Source: an optimization exercise on an open RTL-to-GDS flow (aim: small area). Production flows keep margins and buffers that such runs may drop.
Only simulation tests tie the RTL to the original design; equivalence was not proved.
Power and IR drop assume default switching activity.

**flow/design.v**
```verilog
`timescale 1ns/1ns
`default_nettype none
module reg_status (
    input  wire                     clk,
    input  wire                     rst,
    input  wire [5-1:0] rs1,
    input  wire [5-1:0] rs2,
    output wire [4-1:0]     src1_tag,
    output wire [32-1:0]    src1_value,
    output wire [4-1:0]     src2_tag,
    output wire [32-1:0]    src2_value,
    input  wire                     alloc_valid,
    input  wire [5-1:0] alloc_rd,
    input  wire                     alloc_has_rd,
    input  wire [4-1:0]     alloc_tag,
    input  wire                     commit_valid,
    input  wire [5-1:0] commit_rd,
    input  wire                     commit_has_rd,
    input  wire [4-1:0]     commit_tag,
    input  wire [32-1:0]    commit_value,
    input  wire                     commit_flush
);
    logic [32-1:0] val_q  [32];
    logic [4-1:0]  tag_q  [32];
    logic [32-1:0] val_rd [32];
    logic [4-1:0]  tag_rd [32];
    logic [4-1:0]  tag_d  [32];
    logic flush;
    logic commit_wr;
    logic rename_wr;
    assign flush     = commit_valid && commit_flush;
    assign commit_wr = commit_valid && commit_has_rd && (commit_rd != '0);
    assign rename_wr = alloc_valid && alloc_has_rd && (alloc_rd != '0);
    always_comb begin
        for (int i = 0; i < 32; i++) begin
            tag_rd[i] = flush ? '0 : tag_q[i];
            val_rd[i] = val_q[i];
        end
        if (commit_wr) begin
            val_rd[commit_rd] = commit_value;
            if (tag_rd[commit_rd] == commit_tag) begin
                tag_rd[commit_rd] = '0;
            end
        end
    end
    always_comb begin
        for (int i = 0; i < 32; i++) begin
            tag_d[i] = tag_rd[i];
        end
        if (rename_wr) begin
            tag_d[alloc_rd] = alloc_tag;
        end
    end
    assign src1_tag   = tag_rd[rs1];
    assign src1_value = val_rd[rs1];
    assign src2_tag   = tag_rd[rs2];
    assign src2_value = val_rd[rs2];
    always_ff @(posedge clk) begin
        for (int i = 0; i < 32; i++) begin
            if (rst) begin
                tag_q[i] <= '0;
                val_q[i] <= '0;
            end else begin
                tag_q[i] <= tag_d[i];
                val_q[i] <= val_rd[i];
            end
        end
    end
endmodule
`default_nettype wire
`timescale 1ns/1ns
`default_nettype none
module reorder_buffer (
    input  wire                     clk,
    input  wire                     rst,
    input  wire                     alloc_valid,
    input  wire [5-1:0] alloc_rd,
    input  wire                     alloc_has_rd,
    output wire                     alloc_ready,
    output wire [4-1:0]     next_tag,
    input  wire                     wb_valid,
    input  wire [4-1:0]     wb_tag,
    input  wire [32-1:0]    wb_value,
    input  wire                     wb_mispredict,
    output logic                    commit_valid,
    output logic [5-1:0] commit_rd,
    output logic                    commit_has_rd,
    output logic [4-1:0]    commit_tag,
    output logic [32-1:0]   commit_value,
    output logic                    commit_flush
);
    localparam int DEPTH = 8;
    localparam int PTR_W = $clog2(DEPTH);
    localparam int CNT_W = $clog2(DEPTH + 1);
    logic [5-1:0] ent_rd         [DEPTH];
    logic                     ent_has_rd     [DEPTH];
    logic [32-1:0]    ent_value      [DEPTH];
    logic                     ent_mispredict [DEPTH];
    logic [DEPTH-1:0]   busy;
    logic [DEPTH-1:0]   done;
    logic [PTR_W-1:0]   head;
    logic [PTR_W-1:0]   tail;
    logic [CNT_W-1:0]   count;
    logic flush;
    logic alloc_fire;
    logic commit_fire;
    logic [PTR_W-1:0] wb_idx;
    logic [PTR_W-1:0] head_inc;
    logic [PTR_W-1:0] tail_inc;
    logic [4-1:0] wb_tag_m1;
    assign head_inc = (head == PTR_W'(DEPTH - 1)) ? '0 : head + 1'b1;
    assign tail_inc = (tail == PTR_W'(DEPTH - 1)) ? '0 : tail + 1'b1;
    assign flush = commit_valid && commit_flush;
    assign alloc_ready = (count != CNT_W'(DEPTH)) && !flush;
    assign next_tag    = 4'(tail) + 1'b1;
    assign alloc_fire  = alloc_valid && alloc_ready;
    assign commit_fire = busy[head] && done[head] && !flush;
    assign wb_tag_m1   = wb_tag - 1'b1;
    assign wb_idx      = wb_tag_m1[PTR_W-1:0];
    always_ff @(posedge clk) begin
        if (rst || flush) begin
            head         <= '0;
            tail         <= '0;
            count        <= '0;
            busy         <= '0;
            done         <= '0;
            commit_valid <= 1'b0;
        end else begin
            if (alloc_fire) begin
                busy[tail] <= 1'b1;
                done[tail] <= 1'b0;
                tail       <= tail_inc;
            end
            if (wb_valid) begin
                done[wb_idx] <= 1'b1;
            end
            if (commit_fire) begin
                busy[head] <= 1'b0;
                done[head] <= 1'b0;
                head       <= head_inc;
            end
            count        <= count + CNT_W'(alloc_fire) - CNT_W'(commit_fire);
            commit_valid <= commit_fire;
        end
    end
    always_ff @(posedge clk) begin
        if (alloc_fire) begin
            ent_rd[tail]     <= alloc_rd;
            ent_has_rd[tail] <= alloc_has_rd;
        end
        if (wb_valid) begin
            ent_value[wb_idx]      <= wb_value;
            ent_mispredict[wb_idx] <= wb_mispredict;
        end
    end
    always_ff @(posedge clk) begin
        if (commit_fire) begin
            commit_rd     <= ent_rd[head];
            commit_has_rd <= ent_has_rd[head];
            commit_tag    <= 4'(head) + 1'b1;
            commit_value  <= ent_value[head];
            commit_flush  <= ent_mispredict[head];
        end
    end
endmodule
`default_nettype wire
`timescale 1ns/1ns
`default_nettype none
module dispatch_ctrl (
    input  wire                     clk,
    input  wire                     rst,
    input  wire                     dispatch_req,
    input  wire [5-1:0] issue_rs1,
    input  wire [5-1:0] issue_rs2,
    input  wire [5-1:0] issue_rd,
    input  wire                     issue_has_rd,
    output wire                     dispatch_ack,
    output logic [4-1:0]    disp_src1_tag,
    output logic [32-1:0]   disp_src1_value,
    output logic [4-1:0]    disp_src2_tag,
    output logic [32-1:0]   disp_src2_value,
    output logic [4-1:0]    disp_dest_tag,
    output wire [5-1:0] rs1,
    output wire [5-1:0] rs2,
    input  wire [4-1:0]     src1_tag,
    input  wire [32-1:0]    src1_value,
    input  wire [4-1:0]     src2_tag,
    input  wire [32-1:0]    src2_value,
    input  wire                     alloc_ready,
    input  wire [4-1:0]     next_tag,
    output wire                     alloc_valid,
    output wire [5-1:0] alloc_rd,
    output wire                     alloc_has_rd,
    output wire [4-1:0]     alloc_tag
);
    localparam logic [1:0] ST_IDLE       = 2'd0;
    localparam logic [1:0] ST_WAIT_READY = 2'd1;
    localparam logic [1:0] ST_ACK_HIGH   = 2'd2;
    logic [1:0] state;
    logic [1:0] state_d;
    logic       grant;
    assign grant = dispatch_req && alloc_ready && (state != ST_ACK_HIGH);
    always_comb begin
        state_d = state;
        case (state)
            ST_IDLE: begin
                if (dispatch_req) begin
                    state_d = alloc_ready ? ST_ACK_HIGH : ST_WAIT_READY;
                end
            end
            ST_WAIT_READY: begin
                if (!dispatch_req) begin
                    state_d = ST_IDLE;
                end else if (alloc_ready) begin
                    state_d = ST_ACK_HIGH;
                end
            end
            ST_ACK_HIGH: begin
                if (!dispatch_req) begin
                    state_d = ST_IDLE;
                end
            end
            default: state_d = ST_IDLE;
        endcase
    end
    always_ff @(posedge clk) begin
        if (rst) begin
            state <= ST_IDLE;
        end else begin
            state <= state_d;
        end
    end
    assign dispatch_ack = (state == ST_ACK_HIGH);
    always_ff @(posedge clk) begin
        if (grant) begin
            disp_src1_tag   <= src1_tag;
            disp_src1_value <= src1_value;
            disp_src2_tag   <= src2_tag;
            disp_src2_value <= src2_value;
            disp_dest_tag   <= next_tag;
        end
    end
    assign rs1 = issue_rs1;
    assign rs2 = issue_rs2;
    assign alloc_valid  = grant;
    assign alloc_rd     = issue_rd;
    assign alloc_has_rd = issue_has_rd && (issue_rd != '0);
    assign alloc_tag    = next_tag;
endmodule
`default_nettype wire
`timescale 1ns/1ns
`default_nettype none
module rename_core (
    input  wire                      clk,
    input  wire                      rst,
    input  wire                      dispatch_req,
    input  wire [5-1:0]  issue_rs1,
    input  wire [5-1:0]  issue_rs2,
    input  wire [5-1:0]  issue_rd,
    input  wire                      issue_has_rd,
    output wire                      dispatch_ack,
    output wire [4-1:0]      disp_src1_tag,
    output wire [32-1:0]     disp_src1_value,
    output wire [4-1:0]      disp_src2_tag,
    output wire [32-1:0]     disp_src2_value,
    output wire [4-1:0]      disp_dest_tag,
    input  wire                      wb_valid,
    input  wire [4-1:0]      wb_tag,
    input  wire [32-1:0]     wb_value,
    input  wire                      wb_mispredict,
    output wire                      commit_valid,
    output wire [5-1:0]  commit_rd,
    output wire                      commit_has_rd,
    output wire [4-1:0]      commit_tag,
    output wire [32-1:0]     commit_value,
    output wire                      commit_flush
);
    wire [5-1:0] rs1;
    wire [5-1:0] rs2;
    wire [4-1:0]     src1_tag;
    wire [32-1:0]    src1_value;
    wire [4-1:0]     src2_tag;
    wire [32-1:0]    src2_value;
    wire                     alloc_valid;
    wire [5-1:0] alloc_rd;
    wire                     alloc_has_rd;
    wire [4-1:0]     alloc_tag;
    wire                     alloc_ready;
    wire [4-1:0]     next_tag;
    reg_status i_reg_status (
        .clk           (clk),
        .rst           (rst),
        .rs1           (rs1),
        .rs2           (rs2),
        .src1_tag      (src1_tag),
        .src1_value    (src1_value),
        .src2_tag      (src2_tag),
        .src2_value    (src2_value),
        .alloc_valid   (alloc_valid),
        .alloc_rd      (alloc_rd),
        .alloc_has_rd  (alloc_has_rd),
        .alloc_tag     (alloc_tag),
        .commit_valid  (commit_valid),
        .commit_rd     (commit_rd),
        .commit_has_rd (commit_has_rd),
        .commit_tag    (commit_tag),
        .commit_value  (commit_value),
        .commit_flush  (commit_flush)
    );
    reorder_buffer i_rob (
        .clk           (clk),
        .rst           (rst),
        .alloc_valid   (alloc_valid),
        .alloc_rd      (alloc_rd),
        .alloc_has_rd  (alloc_has_rd),
        .alloc_ready   (alloc_ready),
        .next_tag      (next_tag),
        .wb_valid      (wb_valid),
        .wb_tag        (wb_tag),
        .wb_value      (wb_value),
        .wb_mispredict (wb_mispredict),
        .commit_valid  (commit_valid),
        .commit_rd     (commit_rd),
        .commit_has_rd (commit_has_rd),
        .commit_tag    (commit_tag),
        .commit_value  (commit_value),
        .commit_flush  (commit_flush)
    );
    dispatch_ctrl i_dispatch (
        .clk             (clk),
        .rst             (rst),
        .dispatch_req    (dispatch_req),
        .issue_rs1       (issue_rs1),
        .issue_rs2       (issue_rs2),
        .issue_rd        (issue_rd),
        .issue_has_rd    (issue_has_rd),
        .dispatch_ack    (dispatch_ack),
        .disp_src1_tag   (disp_src1_tag),
        .disp_src1_value (disp_src1_value),
        .disp_src2_tag   (disp_src2_tag),
        .disp_src2_value (disp_src2_value),
        .disp_dest_tag   (disp_dest_tag),
        .rs1             (rs1),
        .rs2             (rs2),
        .src1_tag        (src1_tag),
        .src1_value      (src1_value),
        .src2_tag        (src2_tag),
        .src2_value      (src2_value),
        .alloc_ready     (alloc_ready),
        .next_tag        (next_tag),
        .alloc_valid     (alloc_valid),
        .alloc_rd        (alloc_rd),
        .alloc_has_rd    (alloc_has_rd),
        .alloc_tag       (alloc_tag)
    );
endmodule
`default_nettype wire
```
**flow/run.sh**
```bash
#!/bin/bash
# synth_recipe.tcl (not shown) runs the flow's synth.tcl, then flattens the netlist and writes it again
# the make line also repeats each setting of config.mk as NAME=value (left out here)
make -C /OpenROAD-flow-scripts/flow DESIGN_CONFIG=/design/flow/config.mk WORK_HOME=/design/flow/orfs CLKGATE_MAP_FILE= SYNTH_SCRIPT=/design/flow/synth_recipe.tcl finish
```
**flow/config.mk**
```make
export PLATFORM = sky130hd
export DESIGN_NAME = rename_core
export DESIGN_NICKNAME = rename_core
export VERILOG_FILES = /design/flow/design.v
export SDC_FILE = /design/flow/constraint.sdc
export NUM_CORES = 4
export LEC_CHECK = 0
export CAP_MARGIN = 20
export CORE_MARGIN = 2
export CORE_UTILIZATION = 25
export SLEW_MARGIN = 20
```
**flow/constraint.sdc**
```tcl
create_clock -name core_clock -period 6.0 [get_ports {clk}]
set_input_delay 1.2000 -clock core_clock [delete_from_list [all_inputs] [get_ports {clk}]]
set_output_delay 1.2000 -clock core_clock [all_outputs]
set_load 0.01 [all_outputs]
```
==> flow_metrics.py <==
metrics = {
    "timing": {
        "min_period_ps": 5386,
        "worst_slew_margin_rel_pct": 19.94,
        "tightest_slew_ps": 1198,
        "hold_viol_final": 0,
        "drv_slew": 0,
        "rsz0062_at_grt": "false",
        "tns_ps": 0,
        "clock.fmax_mhz": 185.7,
        "fin_skew_ps": 131.2,
        "period_share_pct": 89.76,
        "setup_violations": 0,
    },
    "pwr": {
        "switching_share_pct": 23.68,
        "leakage_nw": 29.18,
        "vdd_drop_max_uv": 249.2,
        "switchingPower_mw": 5.535,
        "power_frac_comb_pct": 5.0,
        "p_int_mw": 17.84,
        "p_per_area_nw_per_um2": 274.5,
        "power.total_mw": 23.37,
        "pwr-share-clk_pct": 46.0,
        "p_seq_share_pct": 49.0,
    },
    "yosys": {
        "async_reset_ff_share_pct": 0,
        "synth-seq-area-share_pct": 51.00,
        "syn_area_sq_um": 71740,
        "synthFlopType": "dfxtp_1",
        "yosysWarnings": 8,
        "synth_nets": 7326,
        "syn_inst": 7247,
        "ys_ff_latch": 1612,
        "synth-edff-count": 431,
        "syn_area_per_cell_sq_um": 9.899,
        "synth.distinct_cells": 75,
    },
    "global_route": {
        "met3_usage_pct": 8.462,
        "antenna_found_initial": 36,
        "grt_usage_pct": 22.69,
        "grt_max_degree": 191,
        "grt_pass1_wl_microns": 477400,
        "grt-ovfl-total": 0,
        "gr-usage-met2_pct": 31.73,
        "grt_busiest_layer": "met2",
        "grt_pass1_vias": 61960,
        "met1_usage_pct": 30.00,
    },
    "place": {
        "placed_area_sq_um": 79530,
        "gp_congestion": 0.9826,
        "placed_cells": 10900,
        "dp_hpwl_microns": 221500,
        "io_buffers": 176,
    },
    "critical_path": {
        "cp-start-kind": "flop",
        "slowest_stage": "edfxtp_1",
        "crit_chain": "buf_4, nand2b_1, a32o_1, a2111o_1, o32a_1, o41ai_2, xnor2_1, nor4_4, buf_12, buf_12, a21oi_1, a22oi_1, a41oi_1, nor4_1, a31oi_1",
        "endpoint_kind": "flop",
        "crit_path_max_incr_delay_ps": 740,
        "path_delay_family": "compound AO/OA/AOI/OAI gates",
        "worstSetupPathType": "flop to flop",
        "cp.arrival_ps": 5920,
        "crit_buf_inv": 3,
        "cpMostUsedCell": "buf_12",
        "worstPathMaxFanout": 38,
        "worst_ep_required_time_ps": 6530,
    },
    "clock_network": {
        "htree_levels": 4,
        "root_buffer": "clkbuf_16",
        "cts_setup_buffers": 0,
        "clk_pin_slew_worst_paths_ps": 60,
        "ctsResizeCount": 0,
        "ctsHoldBuffers": 0,
        "ctsLongestPathBuffers": 4,
        "cts_num_sinks": 1612,
        "cts_tree": "built",
        "cts_inserted_buffers": 173,
        "clock_latency_ps": 880,
    },
    "status": {
        "status": "complete, no violations",
    },
    "drt": {
        "final_antenna_net_count": 0,
        "wl_microns": 348300,
        "wl_per_cell_microns": 31.05,
        "vias_per_cell": 5.934,
        "drc": 0,
        "routed-via-count": 66560,
        "dr.pass1.iters": 10,
        "drt_iter0_drc": 12290,
    },
    "die": {
        "core_sq_um": 285200,
        "num_io_pins": 178,
        "die_h_microns": 539.7,
        "floorplan.die_area_sq_um": 291300,
        "fp.dieW_microns": 539.7,
        "initial_core_util_pct": 25.15,
        "core.rowCount": 196,
    },
    "finish": {
        "layoutNonFillerInstCount": 11220,
        "drive_above_1_share_pct": 11.58,
        "finalInstanceArea_sq_um": 85140,
        "finalNetCount": 7389,
        "areaGrowthSynthToFinish_pct": 18.68,
        "finish.utilization_pct": 29.85,
    },
    "min_path": {
        "hold_path_class": "flop to flop",
    },
    "job": {
        "maxCapViolations": 0,
    },
}
==> layout by cell type, fill, tap and decap left out, types with 13 or more instances in the layout <==
| master | instances |
|---|---|
| o21ai_0 | 19 |
| nand2_1 | 177 |
| a32oi_1 | 41 |
| buf_4 | 293 |
| a211oi_1 | 28 |
| a21oi_1 | 119 |
| mux2_2 | 47 |
| clkbuf_16 | 182 |
| nor2b_1 | 56 |
| clkdlybuf4s50_1 | 175 |
| nand3_1 | 170 |
| a22oi_1 | 126 |
| dfxtp_1 | 1178 |
| o221ai_1 | 82 |
| nor2_4 | 24 |
| nor4_1 | 145 |
| inv_1 | 19 |
| and2_1 | 20 |
| edfxtp_1 | 431 |
| nor2_1 | 1480 |
| mux2i_1 | 995 |
| o22a_1 | 25 |
| nand2b_1 | 13 |
| nand2_2 | 67 |
| nor3b_1 | 15 |
| o22ai_1 | 866 |
| clkbuf_1 | 34 |
| ha_1 | 19 |
| a31oi_1 | 60 |
| and3_1 | 28 |
| clkbuf_8 | 26 |
| diode_2 | 17 |
| or4_1 | 32 |
| buf_12 | 57 |
| nor3_1 | 64 |
| clkinv_2 | 26 |
| nand4_1 | 22 |
| mux4_2 | 79 |
==> per-layer routing <==
| metal | vias up | wire (microns) |
|---|---|---|
| li1 | 26980 | - |
| met1 | 32300 | 135500 |
| met2 | 5719 | 137300 |
| met3 | 1525 | 51530 |
| met4 | 26 | 23730 |
| met5 | - | 203 |
==> path summary, 6_finish.rpt <==
check                                                      start                                    end  slack, ps  cells after the start
worst max-delay path                i_rob.commit_rd[2]$_DFFE_PP_  i_dispatch.disp_src1_tag[1]$_DFFE_PP_        610                     15
worst max register to register      i_rob.commit_rd[2]$_DFFE_PP_  i_dispatch.disp_src1_tag[1]$_DFFE_PP_        610                     15
worst min register to register  i_dispatch.state[1]$_SDFFE_PP0P_       i_dispatch.state[0]$_SDFFE_PP0P_        440                      1
worst min-delay path            i_dispatch.state[1]$_SDFFE_PP0P_       i_dispatch.state[0]$_SDFFE_PP0P_        440                      1
==> cell usage after synthesis, types with 11 or more instances <==
master	n	share of area, %
a211oi_1	28	0.29
a21oi_1	119	0.83
a22oi_1	126	1.3
a31oi_1	61	0.53
a32oi_1	41	0.50
and2_1	21	0.18
and3_1	28	0.24
buf_1	131	0.69
buf_2	26	0.18
clkbuf_1	476	2.5
dfxtp_1	1181	33
edfxtp_1	431	18
ha_1	21	0.37
inv_1	21	0.11
mux2_2	47	0.74
mux2i_1	995	14
mux4_2	79	2.5
nand2_1	248	1.3
nand2b_1	13	0.11
nand3_1	170	1.2
nand3b_1	11	0.12
nand4_1	22	0.19
nor2_1	1505	7.9
nor2b_1	56	0.49
nor3_1	70	0.49
nor3b_1	16	0.17
nor4_1	145	1.3
o21ai_0	19	0.13
o221ai_1	82	1.0
o22a_1	25	0.31
o22ai_1	866	7.6
or4_1	32	0.33
==> kinds of logic (layout without fill, tap and decap cells) <==
group	Yosys count	in the layout	synth area share (%)
DFF	1612	1612	51.00
other	0	17	0
and+or+nand+nor	2373	2373	14.35
xor gates and xnor gates	11	11	0.1343
buffers and inverters	661	851	3.540
adders and majority gates	22	22	0.3942
muxes	1122	1122	17.12
AOI/OAI and AO/OA	1446	1446	13.46
==> registers in the layout (all words and copies together) (netlist names), 5 cells and up <==
signal,cells
i_dispatch.disp_src1_value,32
i_dispatch.disp_src2_value,32
i_reg_status.tag_q,128
i_reg_status.val_q,1024
i_rob.busy,8
i_rob.commit_rd,5
i_rob.commit_value,32
i_rob.done,8
i_rob.ent_has_rd,8
i_rob.ent_mispredict,8
i_rob.ent_rd,40
i_rob.ent_value,256
==> cell type report <==
cell class	instances	area, sq um
fillers	29330	200100
flip-flops and latches	1612	36590
multi-input cells	4974	33050
repair buffers	526	5107
clock buffers	245	5055
well taps	3762	4707
clock inverters	57	495.5
inverters	23	88.84
diodes	17	42.54
==> metrics by stage <==
stage          hold slack [ps]  worst slack [ps]
2_1_floorplan            414.1              1478
3_3_place_gp             425.5             744.9
3_5_place_dp             434.5             641.2
4_1_cts                  443.0             668.8
5_1_grt                  470.2             403.0
6_report                 439.6             614.2
==> power groups by stage <==
stage	clock [mW]	combinational, mW	sequential, mW
after floorplan	0	0.481	11.7
after global placement	0	1.13	11.7
after detailed placement	0	1.14	11.7
after CTS	10.8	1.14	11.5
after global routing	11.3	1.21	11.5
final	10.7	1.18	11.5

## what the ideal ports hide
No port has a modelled driver above. Below, the same layout with a new extraction and two added sets of constraints.
Step 1 assumes that a clkbuf_16 drives the clock port and a buf_2 every other input.
Step 2 times the ports against the registers' clock, not the clock port: input delays grow and output delays shrink by t, the midpoint of the rising clock arrivals with the driver on.
Three values: no drivers, after step 1, after step 2; two values: the first two.
t (ns): 0.915
setup WS [ns]: 0.614 / 0.614 / 0.319
cell pins on the clock port's net: 1
After both steps this run still meets setup and hold. The setup slack of this run moves by 0.000 ns with the drivers and by -0.295 ns with both steps.
